From an optimization exercise on the open Yosys and OpenROAD flow, aimed at small area; shortcuts taken in it are not production practice.
In this exercise RTL edits were held to simulation tests only and were not proved equivalent to the original.
Power and IR drop assume default switching activity.

==> run.sh <==
#!/bin/bash
# synth_recipe.tcl (not shown) runs the flow's synth.tcl, then flattens the netlist and writes it again
# the make line also repeats each setting of config.mk as NAME=value (left out here)
make -C /OpenROAD-flow-scripts/flow DESIGN_CONFIG=/design/flow/config.mk WORK_HOME=/design/flow/orfs CLKGATE_MAP_FILE= SYNTH_SCRIPT=/design/flow/synth_recipe.tcl finish
==> config.mk <==
export PLATFORM = sky130hd
export DESIGN_NAME = xgpon_bridge_top
export DESIGN_NICKNAME = xgpon_bridge_top
export VERILOG_FILES = /design/flow/design.v
export SDC_FILE = /design/flow/constraint.sdc
export NUM_CORES = 4
export LEC_CHECK = 0
export CAP_MARGIN = 20
export CORE_MARGIN = 2
export CORE_UTILIZATION = 40
export SLEW_MARGIN = 20
==> constraint.sdc <==
create_clock -name core_clock -period 4.0 [get_ports {axis_clk}]
set_input_delay 0.8000 -clock core_clock [delete_from_list [all_inputs] [get_ports {axis_clk}]]
set_output_delay 0.8000 -clock core_clock [all_outputs]
set_load 0.01 [all_outputs]
==> design.v <==
package xgpon_bridge_pkg;
    typedef logic [31:0] pon_word_t;      
    typedef logic [7:0]  pre_len_t;       
    typedef logic [1:0]  cfg_addr_t;      
    typedef logic [15:0] frame_cnt_t;     
    localparam cfg_addr_t CFG_ADDR_PRE_LEN   = 2'd0;   
    localparam cfg_addr_t CFG_ADDR_PRE_PAT   = 2'd1;   
    localparam cfg_addr_t CFG_ADDR_TRAIL_PAT = 2'd2;   
    localparam pre_len_t  DEFAULT_PRE_LEN   = 8'd8;
    localparam pon_word_t DEFAULT_PRE_PAT   = 32'h0556_0556;
    localparam pon_word_t DEFAULT_TRAIL_PAT = 32'h3C5A_A5C3;
    typedef enum logic [1:0] {
        FR_IDLE,         
        FR_PREAMBLE,     
        FR_PAYLOAD,      
        FR_TRAILER       
    } framer_state_t;
    typedef enum logic {
        DF_HUNT,         
        DF_PAYLOAD       
    } deframer_state_t;
endpackage
`timescale 1ns/1ps
module burst_config_regs #(
    parameter int MAX_PRE_LEN = 16
) (
    input  logic                          axis_clk,
    input  logic                          rst_n,
    input  logic                          cfg_wr,
    input  xgpon_bridge_pkg::cfg_addr_t   cfg_addr,
    input  xgpon_bridge_pkg::pon_word_t   cfg_wdata,
    output xgpon_bridge_pkg::pre_len_t    pre_len,
    output xgpon_bridge_pkg::pon_word_t   pre_pat,
    output xgpon_bridge_pkg::pon_word_t   trail_pat
);
    xgpon_bridge_pkg::pre_len_t len_clamped;    
    always_comb begin
        if (cfg_wdata > xgpon_bridge_pkg::pon_word_t'(MAX_PRE_LEN)) begin
            len_clamped = xgpon_bridge_pkg::pre_len_t'(MAX_PRE_LEN);
        end else if (cfg_wdata == '0) begin
            len_clamped = 8'd1;                  
        end else begin
            len_clamped = xgpon_bridge_pkg::pre_len_t'(cfg_wdata);
        end
    end
    always_ff @(posedge axis_clk or negedge rst_n) begin
        if (!rst_n) begin
            pre_len   <= xgpon_bridge_pkg::DEFAULT_PRE_LEN;
            pre_pat   <= xgpon_bridge_pkg::DEFAULT_PRE_PAT;
            trail_pat <= xgpon_bridge_pkg::DEFAULT_TRAIL_PAT;
        end else if (cfg_wr) begin
            case (cfg_addr)
                xgpon_bridge_pkg::CFG_ADDR_PRE_LEN:   pre_len   <= len_clamped;
                xgpon_bridge_pkg::CFG_ADDR_PRE_PAT:   pre_pat   <= cfg_wdata;
                xgpon_bridge_pkg::CFG_ADDR_TRAIL_PAT: trail_pat <= cfg_wdata;
                default: ;                       
            endcase
        end
    end
endmodule
`timescale 1ns/1ps
module burst_framer #(
    parameter int MAX_PRE_LEN = 16
) (
    input  logic                          axis_clk,
    input  logic                          rst_n,
    input  xgpon_bridge_pkg::pon_word_t   eth_rx_data,
    input  logic                          eth_rx_valid,
    input  logic                          eth_rx_last,
    input  xgpon_bridge_pkg::pre_len_t    pre_len,
    input  xgpon_bridge_pkg::pon_word_t   pre_pat,
    input  xgpon_bridge_pkg::pon_word_t   trail_pat,
    output xgpon_bridge_pkg::pon_word_t   pon_tx_data,
    output logic                          pon_tx_valid
);
    localparam int DEPTH = MAX_PRE_LEN + 2;    
    localparam int PTR_W = $clog2(DEPTH);
    localparam int LEN_W = 16;                 
    xgpon_bridge_pkg::pon_word_t     buf_mem [DEPTH];
    xgpon_bridge_pkg::framer_state_t state;
    xgpon_bridge_pkg::pre_len_t      pre_cnt;      
    logic [PTR_W-1:0]                wr_ptr;
    logic [PTR_W-1:0]                rd_ptr;
    logic [LEN_W-1:0]                in_cnt;       
    logic [LEN_W-1:0]                out_cnt;      
    logic [LEN_W-1:0]                frame_len;
    logic                            len_known;    
    logic                            frame_start;
    logic                            last_rd;
    function automatic logic [PTR_W-1:0] ptr_inc(input logic [PTR_W-1:0] p);
        ptr_inc = (p == PTR_W'(DEPTH - 1)) ? '0 : p + 1'b1;
    endfunction
    assign frame_start = (state == xgpon_bridge_pkg::FR_IDLE) && eth_rx_valid;
    assign last_rd     = len_known && (out_cnt == frame_len - 1'b1);
    always_ff @(posedge axis_clk) begin
        if (eth_rx_valid) begin
            buf_mem[wr_ptr] <= eth_rx_data;
        end
    end
    always_ff @(posedge axis_clk or negedge rst_n) begin
        if (!rst_n) begin
            wr_ptr    <= '0;
            in_cnt    <= '0;
            frame_len <= '0;
            len_known <= 1'b0;
        end else if (eth_rx_valid) begin
            wr_ptr <= ptr_inc(wr_ptr);
            if (eth_rx_last) begin
                frame_len <= in_cnt + 1'b1;      
                in_cnt    <= '0;
                len_known <= 1'b1;
            end else begin
                in_cnt <= in_cnt + 1'b1;
                if (frame_start) begin
                    len_known <= 1'b0;           
                end
            end
        end
    end
    always_ff @(posedge axis_clk or negedge rst_n) begin
        if (!rst_n) begin
            state        <= xgpon_bridge_pkg::FR_IDLE;
            pon_tx_data  <= '0;
            pon_tx_valid <= 1'b0;
            pre_cnt      <= '0;
            rd_ptr       <= '0;
            out_cnt      <= '0;
        end else begin
            case (state)
                xgpon_bridge_pkg::FR_IDLE: begin
                    pon_tx_valid <= frame_start;
                    pon_tx_data  <= pre_pat;           
                    if (frame_start) begin
                        pre_cnt <= pre_len - 1'b1;
                        rd_ptr  <= wr_ptr;             
                        out_cnt <= '0;
                        state   <= (pre_len == 8'd1) ? xgpon_bridge_pkg::FR_PAYLOAD
                                                     : xgpon_bridge_pkg::FR_PREAMBLE;
                    end
                end
                xgpon_bridge_pkg::FR_PREAMBLE: begin
                    pon_tx_data <= pre_pat;
                    pre_cnt     <= pre_cnt - 1'b1;
                    if (pre_cnt == 8'd1) begin
                        state <= xgpon_bridge_pkg::FR_PAYLOAD;
                    end
                end
                xgpon_bridge_pkg::FR_PAYLOAD: begin
                    pon_tx_data <= buf_mem[rd_ptr];
                    rd_ptr      <= ptr_inc(rd_ptr);
                    out_cnt     <= out_cnt + 1'b1;
                    if (last_rd) begin
                        state <= xgpon_bridge_pkg::FR_TRAILER;
                    end
                end
                xgpon_bridge_pkg::FR_TRAILER: begin
                    pon_tx_data <= trail_pat;          
                    state       <= xgpon_bridge_pkg::FR_IDLE;
                end
                default: state <= xgpon_bridge_pkg::FR_IDLE;
            endcase
        end
    end
endmodule
`timescale 1ns/1ps
module burst_deframer #(
    parameter int SYNC_THRESHOLD = 5
) (
    input  logic                          axis_clk,
    input  logic                          rst_n,
    input  xgpon_bridge_pkg::pon_word_t   pon_rx_data,
    input  logic                          pon_rx_valid,
    input  xgpon_bridge_pkg::pon_word_t   pre_pat,
    input  xgpon_bridge_pkg::pon_word_t   trail_pat,
    output xgpon_bridge_pkg::pon_word_t   eth_tx_data,
    output logic                          eth_tx_valid,
    output logic                          eth_tx_last,
    output logic                          burst_error,
    output xgpon_bridge_pkg::frame_cnt_t  frame_count
);
    localparam int               CNT_W    = $clog2(SYNC_THRESHOLD + 1);
    localparam logic [CNT_W-1:0] SYNC_MAX = CNT_W'(SYNC_THRESHOLD);
    xgpon_bridge_pkg::deframer_state_t state;
    xgpon_bridge_pkg::pon_word_t       hold_word;    
    logic [CNT_W-1:0]                  sync_cnt;     
    logic                              is_pre;
    logic                              is_trail;
    logic                              synced;
    assign is_pre   = pon_rx_valid && (pon_rx_data == pre_pat);
    assign is_trail = (pon_rx_data == trail_pat);
    assign synced   = (sync_cnt == SYNC_MAX);
    always_ff @(posedge axis_clk) begin
        if (pon_rx_valid) begin
            hold_word <= pon_rx_data;
        end
    end
    always_ff @(posedge axis_clk) begin
        if (state == xgpon_bridge_pkg::DF_PAYLOAD && pon_rx_valid) begin
            eth_tx_data <= hold_word;
        end
    end
    always_ff @(posedge axis_clk or negedge rst_n) begin
        if (!rst_n) begin
            state        <= xgpon_bridge_pkg::DF_HUNT;
            sync_cnt     <= '0;
            eth_tx_valid <= 1'b0;
            eth_tx_last  <= 1'b0;
            burst_error  <= 1'b0;
            frame_count  <= '0;
        end else begin
            eth_tx_valid <= 1'b0;    
            eth_tx_last  <= 1'b0;
            burst_error  <= 1'b0;
            case (state)
                xgpon_bridge_pkg::DF_HUNT: begin
                    if (is_pre) begin
                        if (!synced) begin
                            sync_cnt <= sync_cnt + 1'b1;    
                        end
                    end else begin
                        sync_cnt <= '0;                     
                        if (synced && pon_rx_valid && !is_trail) begin
                            state <= xgpon_bridge_pkg::DF_PAYLOAD;
                        end
                    end
                end
                xgpon_bridge_pkg::DF_PAYLOAD: begin
                    if (!pon_rx_valid) begin
                        burst_error <= 1'b1;                
                        state       <= xgpon_bridge_pkg::DF_HUNT;
                    end else begin
                        eth_tx_valid <= 1'b1;
                        if (is_trail) begin
                            eth_tx_last <= 1'b1;            
                            frame_count <= frame_count + 1'b1;
                            state       <= xgpon_bridge_pkg::DF_HUNT;
                        end
                    end
                end
                default: state <= xgpon_bridge_pkg::DF_HUNT;
            endcase
        end
    end
endmodule
`timescale 1ns/1ps
module xgpon_bridge_top #(
    parameter int MAX_PRE_LEN    = 16,   
    parameter int SYNC_THRESHOLD = 5     
) (
    input  logic                          axis_clk,
    input  logic                          rst_n,
    input  logic                          cfg_wr,
    input  xgpon_bridge_pkg::cfg_addr_t   cfg_addr,
    input  xgpon_bridge_pkg::pon_word_t   cfg_wdata,
    input  xgpon_bridge_pkg::pon_word_t   eth_rx_data,
    input  logic                          eth_rx_valid,
    input  logic                          eth_rx_last,
    output xgpon_bridge_pkg::pon_word_t   pon_tx_data,
    output logic                          pon_tx_valid,
    input  xgpon_bridge_pkg::pon_word_t   pon_rx_data,
    input  logic                          pon_rx_valid,
    output xgpon_bridge_pkg::pon_word_t   eth_tx_data,
    output logic                          eth_tx_valid,
    output logic                          eth_tx_last,
    output logic                          burst_error,
    output xgpon_bridge_pkg::frame_cnt_t  frame_count
);
    xgpon_bridge_pkg::pre_len_t  pre_len;      
    xgpon_bridge_pkg::pon_word_t pre_pat;      
    xgpon_bridge_pkg::pon_word_t trail_pat;    
    burst_config_regs #(
        .MAX_PRE_LEN (MAX_PRE_LEN)
    ) burst_config_regs_inst (
        .axis_clk  (axis_clk),
        .rst_n     (rst_n),
        .cfg_wr    (cfg_wr),
        .cfg_addr  (cfg_addr),
        .cfg_wdata (cfg_wdata),
        .pre_len   (pre_len),
        .pre_pat   (pre_pat),
        .trail_pat (trail_pat)
    );
    burst_framer #(
        .MAX_PRE_LEN (MAX_PRE_LEN)
    ) burst_framer_inst (
        .axis_clk     (axis_clk),
        .rst_n        (rst_n),
        .eth_rx_data  (eth_rx_data),
        .eth_rx_valid (eth_rx_valid),
        .eth_rx_last  (eth_rx_last),
        .pre_len      (pre_len),
        .pre_pat      (pre_pat),
        .trail_pat    (trail_pat),
        .pon_tx_data  (pon_tx_data),
        .pon_tx_valid (pon_tx_valid)
    );
    burst_deframer #(
        .SYNC_THRESHOLD (SYNC_THRESHOLD)
    ) burst_deframer_inst (
        .axis_clk     (axis_clk),
        .rst_n        (rst_n),
        .pon_rx_data  (pon_rx_data),
        .pon_rx_valid (pon_rx_valid),
        .pre_pat      (pre_pat),
        .trail_pat    (trail_pat),
        .eth_tx_data  (eth_tx_data),
        .eth_tx_valid (eth_tx_valid),
        .eth_tx_last  (eth_tx_last),
        .burst_error  (burst_error),
        .frame_count  (frame_count)
    );
endmodule
==> run summary <==
logic make-up after synthesis:
kind of cell               after synthesis  synth area share (%)
and+or+nand+nor                        425                 6.225
AOI/OAI and AO/OA                      294                 5.411
muxes                                  232                 11.79
DFF                                    837                 71.15
adders and majority gates               20                0.7362
xor gates and xnor gates               125                 3.221
buffers and inverters                  128                 1.461
power breakdown:
group | total, mW | internal, mW | leakage (nW) | switching (mW)
clock network | 7.64 | 4.44 | 1.30 | 3.20
registers | 11.1 | 10.3 | 8.21 | 0.815
logic | 4.77 | 2.16 | 4.58 | 2.61
flip-flops by register name, indices dropped and copies added, names as in the netlist, 2 cells and up:
| register | flops |
|---|---|
| burst_framer_inst.buf_mem | 576 |
| burst_config_regs_inst.pre_pat | 32 |
| burst_config_regs_inst.trail_pat | 32 |
| burst_deframer_inst.eth_tx_data | 32 |
| burst_deframer_inst.hold_word | 32 |
| burst_framer_inst.pon_tx_data | 32 |
| burst_deframer_inst.frame_count | 16 |
| burst_framer_inst.frame_len | 16 |
| burst_framer_inst.in_cnt | 16 |
| burst_framer_inst.out_cnt | 16 |
| burst_config_regs_inst.pre_len | 8 |
| burst_framer_inst.pre_cnt | 8 |
| burst_framer_inst.rd_ptr | 5 |
| burst_framer_inst.wr_ptr | 5 |
| burst_deframer_inst.sync_cnt | 3 |
| burst_framer_inst.state | 2 |
layout make-up:
type / count / area (µm²)
Timing Repair Buffer: 264 / 2641
Fill cell: 7039 / 43480
Sequential cell: 837 / 24200
Inverter: 24 / 90.09
Clock inverter: 38 / 331.6
Clock buffer: 112 / 2342
Tap cell: 1134 / 1419
Antenna cell: 3 / 7.507
Multi-Input combinational cell: 1096 / 9442
metrics by stage:
stage	utilization [%]	std cells	cell area (µm²)
finish	48.21	3508	40470
global route	48.20	3506	40470
CTS	48.20	3505	40460
detailed placement	45.01	3355	37790
global placement	45.01	3355	37790
floorplan	-	2061	34000
layout by cell type, fill, tap and decap left out, types with 9 or more instances in the layout:
cell,n
sky130_fd_sc_hd__a211oi_1,36
sky130_fd_sc_hd__a21oi_1,34
sky130_fd_sc_hd__a22o_1,15
sky130_fd_sc_hd__a22oi_1,32
sky130_fd_sc_hd__a31oi_1,39
sky130_fd_sc_hd__and2_1,10
sky130_fd_sc_hd__and3_1,22
sky130_fd_sc_hd__buf_12,15
sky130_fd_sc_hd__buf_4,62
sky130_fd_sc_hd__clkbuf_1,19
sky130_fd_sc_hd__clkbuf_16,88
sky130_fd_sc_hd__clkdlybuf4s50_1,186
sky130_fd_sc_hd__clkinv_1,9
sky130_fd_sc_hd__clkinv_2,16
sky130_fd_sc_hd__dfrtp_1,163
sky130_fd_sc_hd__dfstp_2,29
sky130_fd_sc_hd__edfxtp_1,640
sky130_fd_sc_hd__ha_1,20
sky130_fd_sc_hd__inv_1,23
sky130_fd_sc_hd__mux2_2,64
sky130_fd_sc_hd__mux2i_1,39
sky130_fd_sc_hd__mux4_2,128
sky130_fd_sc_hd__nand2_1,148
sky130_fd_sc_hd__nand2b_1,14
sky130_fd_sc_hd__nand3_1,27
sky130_fd_sc_hd__nand4_1,18
sky130_fd_sc_hd__nor2_1,61
sky130_fd_sc_hd__nor2_4,14
sky130_fd_sc_hd__nor2b_1,39
sky130_fd_sc_hd__nor3_1,13
sky130_fd_sc_hd__nor4_1,22
sky130_fd_sc_hd__o21ai_0,110
sky130_fd_sc_hd__or3_1,9
sky130_fd_sc_hd__xnor2_1,63
sky130_fd_sc_hd__xor2_1,62
synth_stat cells (6+ instances only):
cell / count
sky130_fd_sc_hd__xnor2_1: 63
sky130_fd_sc_hd__nor2b_1: 39
sky130_fd_sc_hd__nand2b_1: 14
sky130_fd_sc_hd__inv_1: 23
sky130_fd_sc_hd__o22ai_1: 6
sky130_fd_sc_hd__nand4_1: 18
sky130_fd_sc_hd__a22o_1: 15
sky130_fd_sc_hd__buf_2: 7
sky130_fd_sc_hd__a22oi_1: 32
sky130_fd_sc_hd__and4_1: 6
sky130_fd_sc_hd__ha_1: 20
sky130_fd_sc_hd__nand2_1: 148
sky130_fd_sc_hd__o21ai_0: 111
sky130_fd_sc_hd__or3_1: 9
sky130_fd_sc_hd__nor3_1: 15
sky130_fd_sc_hd__and2_1: 10
sky130_fd_sc_hd__nor4_1: 22
sky130_fd_sc_hd__a211oi_1: 36
sky130_fd_sc_hd__edfxtp_1: 640
sky130_fd_sc_hd__mux2_2: 64
sky130_fd_sc_hd__nand3_1: 27
sky130_fd_sc_hd__dfrtp_1: 168
sky130_fd_sc_hd__xor2_1: 62
sky130_fd_sc_hd__nor2_1: 76
sky130_fd_sc_hd__a31oi_1: 39
sky130_fd_sc_hd__clkbuf_1: 83
sky130_fd_sc_hd__buf_1: 13
sky130_fd_sc_hd__and3_1: 22
sky130_fd_sc_hd__mux2i_1: 39
sky130_fd_sc_hd__a21oi_1: 34
sky130_fd_sc_hd__mux4_2: 128
sky130_fd_sc_hd__dfstp_2: 29
final timing paths:
kind                                                            end  slack (ps)  cells past startpoint
worst max-delay path              burst_framer_inst.pon_tx_data[28]         900                      7
min in group core_clock         burst_deframer_inst.eth_tx_data[31]         410                      0
worst min register to register  burst_deframer_inst.eth_tx_data[31]         410                      0
max in group asynchronous        burst_config_regs_inst.pre_pat[18]        2790                      2
worst max register to register    burst_framer_inst.pon_tx_data[28]         900                      7
worst min-delay path                   burst_framer_inst.pre_cnt[5]         220                      1
per-layer routing:
layer  track usage (%)  part of all wire (%)  vias up  routed length (µm)
li1                  -                     -     8484                   -
met1             25.12                    43     9729               34590
met2             31.34                    49      539               39840
met3             3.142                   6.0      106                4835
met4             5.646                   2.3        6                1882
met5                 0                 0.044        -                  36
==> run summary <==
postcts setup bufs=0; Seq/Total Area, Yosys=71.15%; hold-fix buffer count after cts=0; Final Hold Vio Count=0; Setup WS pre-CTS=~470 ps; height of the die=295.5 µm; worst hold slack=222.8 ps; Worst Setup End Kind=flip-flop; depth of the CTS H-tree=3; required time at the endpoint of the critical path=4460 ps; Core Rows=106; total congestion overflow=0; largest stage delay on the critical path=780 ps; area share of the largest cell type after synthesis=56.54%; number of global-route vias before repair=19410; layout-stage area growth over the synthesis result=19.07%; count of state elements after synthesis=roughly 840; maximum number of pins on one net before global-route repair=98; io pins=about 190; number of port buffers=187; Mapped Area=0.03399 mm²; fmax=0.3223 GHz; number of clock sinks seen by CTS=~840; root buffer cell=sky130_fd_sc_hd__clkbuf_16; layout net count=2432; # resized after CTS=0; first element of the critical path=burst_framer_inst.rd_ptr[0]; power per cell area=slightly below 600 mW/mm²; later-pin clock latency in the skew report=620 ps; Critical Path Slowest Stage Cell=sky130_fd_sc_hd__dfrtp_4; number of max-cap violations=0; Fin Clk Skew=18.28 ps; least setup slack across all paths after layout=about 900 ps; share of the cycle needed by the critical path after routing=77.56%; startpoint class of the critical path=flip-flop; slew at the pin closest to its max-slew limit=968.1 ps; worst IR drop on VDD=389.6 µV; clock tree from TritonCTS=done; family of cells with the greatest summed delay on the critical path=compound AO/OA/AOI/OAI gates; total detailed-routing wirelength=a little over 80000 µm; wire length of the first global-routing pass=about 120000 µm; fraction of registers with async set or reset after synthesis=23.54%; Arrival @ worst endpoint=3560 ps; largest area contributor in the synthesized netlist=sky130_fd_sc_hd__edfxtp_1; Yosys Warn Count=3; via count=18860; initial core utilization=40.49%; total design power=23.49 mW; clock-pin slew on the worst setup and hold paths=about 60 ps; start of the worst register-to-register path=burst_framer_inst.rd_ptr[0]; iteration count of the initial detailed-routing pass=5; setup tns final=0 ps; chip width=295.5 µm; final antenna-violating net count=0; share of final-layout standard cells stronger than drive strength 1=about a fifth; worst path cell trace=buf_4 -> mux4_2 -> nor2b_1 -> a211oi_1 -> a31oi_1 -> o21ai_0 -> o21ai_0; run status=complete, no violations; initial antenna violation count=5; remaining design rule violation count=0; type of the worst min-delay path=in -> async; number of enable-type register cells in the synthesized netlist=640; count of different cell masters after synthesis=60; kind of critical path=reg -> reg; violation count after the first detailed-route iteration=roughly 1500; detailed-placement wirelength estimate=52600 µm; area of the die=0.08732 mm²; number of pins with negative max-slew slack in the final report=0; final setup fails=0; Synthesized Nets=2185; most frequently used flop master after synthesis=sky130_fd_sc_hd__edfxtp_1; buffers from clock root to sink, at most=3; highest fanout seen on the critical path=24; setup repair after global routing missed its margin=no; Avg Vias per Cell=roughly 5.4; clock buffer count from CTS=85; GRT Overall Usage=18.72%; Final GP Congestion=0.8396; final period demand of the worst path=3102 ps; static power due to leakage=around 14 nW; count of buffer and inverter cells on the critical path=1; Gate Count Post-Synth=2061; mean area per synthesized cell=between 15 and 20 µm²; largest cells by area after synthesis=sky130_fd_sc_hd__edfxtp_1, sky130_fd_sc_hd__dfrtp_1, sky130_fd_sc_hd__mux4_2, sky130_fd_sc_hd__dfstp_2, sky130_fd_sc_hd__mux2_2; core area=0.08395 mm²; worst-case headroom to the max-slew limit=a little over a third; post-DR wirelength/cell=23.14 µm; cell mode on critical path=sky130_fd_sc_hd__o21ai_0

==> afterwards: timing with drivers on the ports <==
In the flow no input, the clock included, has a driving cell. The finished layout below was timed again as built, in two steps.
Step 1 (the two cells are an assumption about what drives the block):
set clk [get_ports {axis_clk}]
set_driving_cell -lib_cell sky130_fd_sc_hd__clkbuf_16 $clk
set_driving_cell -lib_cell sky130_fd_sc_hd__buf_2 [delete_from_list [all_inputs] $clk]
Step 2 adds t to the input delays and takes it off the output delays; t is the mean of the earliest and latest rising clock arrival at the registers after step 1. Input paths then give back, and output paths get back, about the clock's delay inside the block.
a / b / c = no drivers / after step 1 / after step 2; a / b = the first two.
t, ns: 0.678
slack for setup (ns): 0.898 / 0.898 / 0.463
hold slack, ns: 0.223 / 0.192 / 0.410
worst register clock-pin slew, ns: 0.07 / 0.07
pins driven straight from the clock port: 1
After both steps this run still meets setup and hold. The setup slack of this run moves by 0.000 ns with the drivers and by -0.435 ns with both steps.
